This design comes from an exercise in tuning for small area, a short achievable clock period and few clock cycles per item on the open sky130 flow, not from production work.
In this exercise RTL edits were held to simulation tests only and were not proved equivalent to the original.
The clock input has no modelled driver; a real chip could not lean on it and would need a root buffer or a full tree.
Power figures rest on the tool's default switching activity, not on a simulated workload.

Setup of v38:
==> flow/design.v (excerpt) <==
module at_response_line_parser_unit (
	input  logic         clk,
	input  logic         arst_n,
	input  logic         in_valid,
	input  logic [7:0]   in_data,
	output logic         in_ready,
	output logic         out_valid,
	input  logic         out_ready,
	output logic [1:0]   out_kind,
	output logic [7:0]   out_byte,
	output logic         out_line_ok,
	output logic [15:0]  out_bad_line_count,
	output logic         out_last
);
	logic       adv;
	logic       emit;
	logic [1:0] r_kind;
	logic [7:0] r_byte;
	logic       r_ok;
	logic       r_last;
	atrlp_core u_core (
		.clk      (clk),
		.arst_n   (arst_n),
		.in_valid (in_valid),
		.in_data  (in_data),
		.in_ready (in_ready),
		.adv      (adv),
		.emit     (emit),
		.r_kind   (r_kind),
		.r_byte   (r_byte),
		.r_ok     (r_ok),
		.r_last   (r_last)
	);
	atrlp_outq u_outq (
		.clk                (clk),
		.arst_n             (arst_n),
		.emit               (emit),
		.r_kind             (r_kind),
		.r_byte             (r_byte),
		.r_ok               (r_ok),
		.r_last             (r_last),
		.adv                (adv),
		.out_valid          (out_valid),
		.out_ready          (out_ready),
		.out_kind           (out_kind),
		.out_byte           (out_byte),
		.out_line_ok        (out_line_ok),
		.out_bad_line_count (out_bad_line_count),
		.out_last           (out_last)
	);
endmodule
For scale: about 510 cells after synthesis, roughly 4400 um2 of cells after synthesis.
make LEC_CHECK=0 CAP_MARGIN=20 CORE_MARGIN=2 CORE_UTILIZATION=45 GPL_ROUTABILITY_DRIVEN=1 PLACE_DENSITY=0.6 SLEW_MARGIN=20 finish   # period 14.0 ns
run.sh (not shown) runs the stock make flow with config.mk's settings and CLKGATE_MAP_FILE= SYNTH_SCRIPT=/design/flow/synth_recipe.tcl, a recipe that flattens the netlist after the stock synthesis.
Testbench counts of v38, summed over its fixed seeds: cycles 71,637, bytes 57,729.
Setup changes, v38 to v5
# v38
export LEC_CHECK = 0
export CAP_MARGIN = 20
export CORE_MARGIN = 2
export CORE_UTILIZATION = 45
export GPL_ROUTABILITY_DRIVEN = 1
export PLACE_DENSITY = 0.6
export SLEW_MARGIN = 20
create_clock -name core_clock -period 14.0 [get_ports {clk}]
# v5
export LEC_CHECK = 0
export CAP_MARGIN = 20
export CORE_MARGIN = 2
export CORE_UTILIZATION = 15
export GPL_ROUTABILITY_DRIVEN = 1
export PLACE_DENSITY = 0.25
export SLEW_MARGIN = 20
create_clock -name core_clock -period 14.0 [get_ports {clk}]
Findings:
- v38 completed; timing, DRC and antenna clean
- Looking at the reports, v5 completed the entire flow and the layout it produced met the timing, design-rule and antenna checks.
- Compared with v38, v5 shows a detailed-routing iteration count for the pre-antenna-repair pass that is 1 higher.
- Re proportion of power drawn by combinational gates: v38 and v5 aren't equal, and the higher value belongs to v38.
- On post-route standard cell area excluding fillers, v38 beats v5.
- Sort v38 and v5 by count of fill cells added during filler insertion asc -> top: v38


## rev 12
Another version of the RTL of at_response_line_parser_unit (not shown whole).
Size in the first run: about 480 cells after synthesis, roughly 42 I/O pins, about 4200 µm² of cells after synthesis.
==> flow/config.mk <==
export PLATFORM = sky130hd
export DESIGN_NAME = at_response_line_parser_unit
export DESIGN_NICKNAME = at_response_line_parser_unit
export VERILOG_FILES = /design/flow/design.v
export SDC_FILE = /design/flow/constraint.sdc
export NUM_CORES = 4
export LEC_CHECK = 0
export CAP_MARGIN = 20
export CORE_MARGIN = 2
export CORE_UTILIZATION = 40
export GPL_ROUTABILITY_DRIVEN = 1
export PLACE_DENSITY = 0.6
export SLEW_MARGIN = 20
export SYNTH_HIERARCHICAL = 1
export SYNTH_MINIMUM_KEEP_SIZE = 0
==> flow/constraint.sdc <==
create_clock -name core_clock -period 14.0 [get_ports {clk}]
set_input_delay 2.8000 -clock core_clock [delete_from_list [all_inputs] [get_ports {clk}]]
set_output_delay 2.8000 -clock core_clock [all_outputs]
set_load 0.01 [all_outputs]
standard.sh (not shown) runs the stock make flow with config.mk's settings and CLKGATE_MAP_FILE= SYNTH_SCRIPT=/design/flow/synth_recipe.tcl, a recipe that flattens the netlist after the stock synthesis.
==> flow/flow/run.sh <==
#!/bin/bash
# The standard layout with these changes:
#  - the ports get plain sky130_fd_sc_hd__buf_1 buffers;
#  - the clock tree is one level: the flip-flops are split into 4 groups by position and
#    each group gets a clkbuf_16 driven from the clock port (flow/clock_tree.tcl), in
#    place of ORFS's CTS step;
#  - timing repair after placement and after global routing only resizes gates, and aims
#    at 10.5 ns of setup slack at the design's 14 ns clock (ORFS's own repair aims at
#    0 ns, which every path meets with room to spare).
set -euo pipefail
work=$PWD
export BUFFER_PORTS_ARGS="-buffer_cell sky130_fd_sc_hd__buf_1"
bash standard.sh place > flow_place.log 2>&1
export SETUP_SLACK_MARGIN=10.5
export SETUP_MOVE_SEQUENCE=sizeup,swap
RESULTS_DIR=$work/orfs/results/sky130hd/at_response_line_parser_unit/base \
LIB_FILE=$FLOW_HOME/platforms/sky130hd/lib/sky130_fd_sc_hd__tt_025C_1v80.lib \
PLATFORM_DIR=$FLOW_HOME/platforms/sky130hd \
DONT_USE_CELLS="$(make -s -C $FLOW_HOME DESIGN_CONFIG=$work/config.mk WORK_HOME=$work/orfs print-DONT_USE_CELLS | sed 's/^DONT_USE_CELLS: //')" \
CLK_GROUPS=4 CLK_CELL=sky130_fd_sc_hd__clkbuf_16 \
  openroad -no_init -exit flow/clock_tree.tcl > flow_clock_tree.log 2>&1
bash standard.sh finish > flow_finish.log 2>&1
==> flow/flow/clock_tree.tcl <==
# Clock distribution: the flip-flops are split into K groups by position (k-means) and each
# group gets one clock buffer at its centre, driven straight from the clock port.
proc my_clock_tree {K cell} {
  set block [ord::get_db_block]
  set clknet [$block findNet clk]
  set pts {}
  set its [$clknet getITerms]
  foreach it $its {
    set bb [[$it getInst] getBBox]
    lappend pts [list [expr {([$bb xMin] + [$bb xMax]) / 2}] [expr {([$bb yMin] + [$bb yMax]) / 2}]]
  }
  set n [llength $pts]
  # initial centres: sorted by x+y, evenly spaced
  set order [lsort -integer -indices [lmap p $pts {expr {[lindex $p 0] + [lindex $p 1]}}]]
  set ctr {}
  for {set k 0} {$k < $K} {incr k} {
    lappend ctr [lindex $pts [lindex $order [expr {int(($k + 0.5) * $n / $K)}]]]
  }
  for {set iter 0} {$iter < 50} {incr iter} {
    set asg {}
    foreach p $pts {
      set best 0; set bd 1e30
      for {set k 0} {$k < $K} {incr k} {
        set c [lindex $ctr $k]
        set d [expr {abs([lindex $p 0] - [lindex $c 0]) + abs([lindex $p 1] - [lindex $c 1])}]
        if {$d < $bd} { set bd $d; set best $k }
      }
      lappend asg $best
    }
    set new {}
    for {set k 0} {$k < $K} {incr k} {
      set sx 0; set sy 0; set m 0
      foreach p $pts a $asg { if {$a == $k} { incr sx [lindex $p 0]; incr sy [lindex $p 1]; incr m } }
      if {$m > 0} { lappend new [list [expr {$sx / $m}] [expr {$sy / $m}]] } else { lappend new [lindex $ctr $k] }
    }
    set ctr $new
  }
  set master [[ord::get_db] findMaster $cell]
  for {set k 0} {$k < $K} {incr k} {
    set buf [odb::dbInst_create $block $master clkbuf_leaf_$k]
    set net [odb::dbNet_create $block clknet_leaf_$k]
    $net setSigType CLOCK
    [$buf findITerm A] connect $clknet
    [$buf findITerm X] connect $net
    set c [lindex $ctr $k]
    $buf setLocation [lindex $c 0] [lindex $c 1]
    $buf setPlacementStatus PLACED
    foreach it $its a $asg { if {$a == $k} { $it disconnect; $it connect $net } }
  }
}

# Replaces the CTS step: reads the placed design, adds the clock buffers, legalizes and
# writes the CTS results the later ORFS steps read.
set R $::env(RESULTS_DIR)
read_db $R/3_place.odb
read_liberty $::env(LIB_FILE)
read_sdc $R/3_place.sdc
source $::env(PLATFORM_DIR)/setRC.tcl
my_clock_tree $::env(CLK_GROUPS) $::env(CLK_CELL)
detailed_placement
set_propagated_clock [all_clocks]
estimate_parasitics -placement
set_dont_use $::env(DONT_USE_CELLS)
repair_timing -setup -setup_margin $::env(SETUP_SLACK_MARGIN) -sequence $::env(SETUP_MOVE_SEQUENCE) -skip_last_gasp
detailed_placement
check_placement -verbose
estimate_parasitics -placement
report_clock_latency
report_checks -path_delay max -group_path_count 5 -format end
write_db $R/4_1_cts.odb
write_db $R/4_cts.odb
write_sdc $R/4_cts.sdc
Testbench counts of rev 12, summed over its fixed seeds: cycles 71,637, bytes 57,729.
Edits applied to the flow inputs when going from rev 12 to rev 13:
diff --git a/flow/flow/run.sh b/flow/flow/run.sh
--- a/flow/flow/run.sh
+++ b/flow/flow/run.sh
@@ -2,5 +2,6 @@
 # The standard layout with these changes:
+#  - synthesis maps logic with ABC's delay-targeted 'map' (flow/map.abc);
 #  - the ports get plain sky130_fd_sc_hd__buf_1 buffers;
 #  - the clock tree is one level: the flip-flops are split into 4 groups by position and
-#    each group gets a clkbuf_16 driven from the clock port (flow/clock_tree.tcl), in
+#    each group gets a clkbuf_8 driven from the clock port (flow/clock_tree.tcl), in
 #    place of ORFS's CTS step;
@@ -11,4 +12,15 @@
 work=$PWD
+# Synthesis: the standard flow's script, with the logic mapped by flow/map.abc (delay-targeted 'map')
+# instead of ORFS's abc_speed script.
+cat > "$work/my_synth.tcl" <<EOT
+proc abc {args} {
+  set i [lsearch \$args -script]
+  if {\$i >= 0} { lset args [expr {\$i + 1}] $work/flow/map.abc }
+  yosys abc {*}\$args
+}
+source $work/synth_recipe.tcl
+EOT
+sed "s#SYNTH_SCRIPT=[^ ]*#SYNTH_SCRIPT=$work/my_synth.tcl#" standard.sh > my_standard.sh
 export BUFFER_PORTS_ARGS="-buffer_cell sky130_fd_sc_hd__buf_1"
-bash standard.sh place > flow_place.log 2>&1
+bash my_standard.sh place > flow_place.log 2>&1
 export SETUP_SLACK_MARGIN=10.5
@@ -19,4 +31,4 @@
 DONT_USE_CELLS="$(make -s -C $FLOW_HOME DESIGN_CONFIG=$work/config.mk WORK_HOME=$work/orfs print-DONT_USE_CELLS | sed 's/^DONT_USE_CELLS: //')" \
-CLK_GROUPS=4 CLK_CELL=sky130_fd_sc_hd__clkbuf_16 \
+CLK_GROUPS=4 CLK_CELL=sky130_fd_sc_hd__clkbuf_8 \
   openroad -no_init -exit flow/clock_tree.tcl > flow_clock_tree.log 2>&1
-bash standard.sh finish > flow_finish.log 2>&1
+bash my_standard.sh finish > flow_finish.log 2>&1
==> flow/flow/map.abc (new file) <==
strash
dch
map -D 1200
topo
stime -c
buffer -c
upsize -c
dnsize -c
Findings:
Taking rev 12 as the reference, in rev 13 effective utilization at floorplan moved down; total wire length after detailed routing level; portion of total power attributed to combinational logic moved up.
Number of cells on the worst reg-to-reg path (rev 13 over rev 12): increase, 7
Vias: rev 13 more than rev 12
Leakage component of the power delta for rev 13 relative to rev 12: 9.2% higher
Total global-route track usage delta (rev 13 -> rev 12): insignificant
Summary of rev 13 over rev 12: part of the total power dissipated in the clock network lost 2.6 points, met2 track utilization from global routing picked up an extra 0.31 points.
Rev 13 was carried through to the last stage, and its layout satisfied the timing, design-rule and antenna checks.
No run of this note takes its clock network from TritonCTS; it comes from the design's own scripts or RTL.

==> separate check: timing with driven ports <==
In the flow no input, the clock included, has a driving cell. The finished layouts below were timed again as built, in two steps.
Step 1 (the two cells are an assumption about what drives the block):
set clk [get_ports {clk}]
set_driving_cell -lib_cell sky130_fd_sc_hd__clkbuf_16 $clk
set_driving_cell -lib_cell sky130_fd_sc_hd__buf_2 [delete_from_list [all_inputs] $clk]
Step 2 times the ports against the registers' clock, not the clock port: input delays grow and output delays shrink by t, the midpoint of the rising clock arrivals with the driver on.
Three values: no drivers, after step 1, after step 2; two values: the first two.
run | t, ns | slack for setup (ns) | hold slack, ns | slew at the worst register clock pin (ns) | pins driven straight from the clock port
v38 | 0.373 | 8.724 / 8.730 / 8.357 | 0.474 / 0.474 / 0.474 | 0.08 / 0.08 | 1
v5 | 0.388 | 8.546 / 8.567 / 8.179 | 0.473 / 0.473 / 0.473 | 0.06 / 0.06 | 1
rev 12 | 0.213 | 10.432 / 10.352 / 10.294 | 0.471 / 0.471 / 0.471 | 0.08 / 0.08 | 4
rev 13 | 0.220 | 10.377 / 10.303 / 10.295 | 0.463 / 0.463 / 0.463 | 0.12 / 0.12 | 4
After both steps every run listed still meets setup and hold.
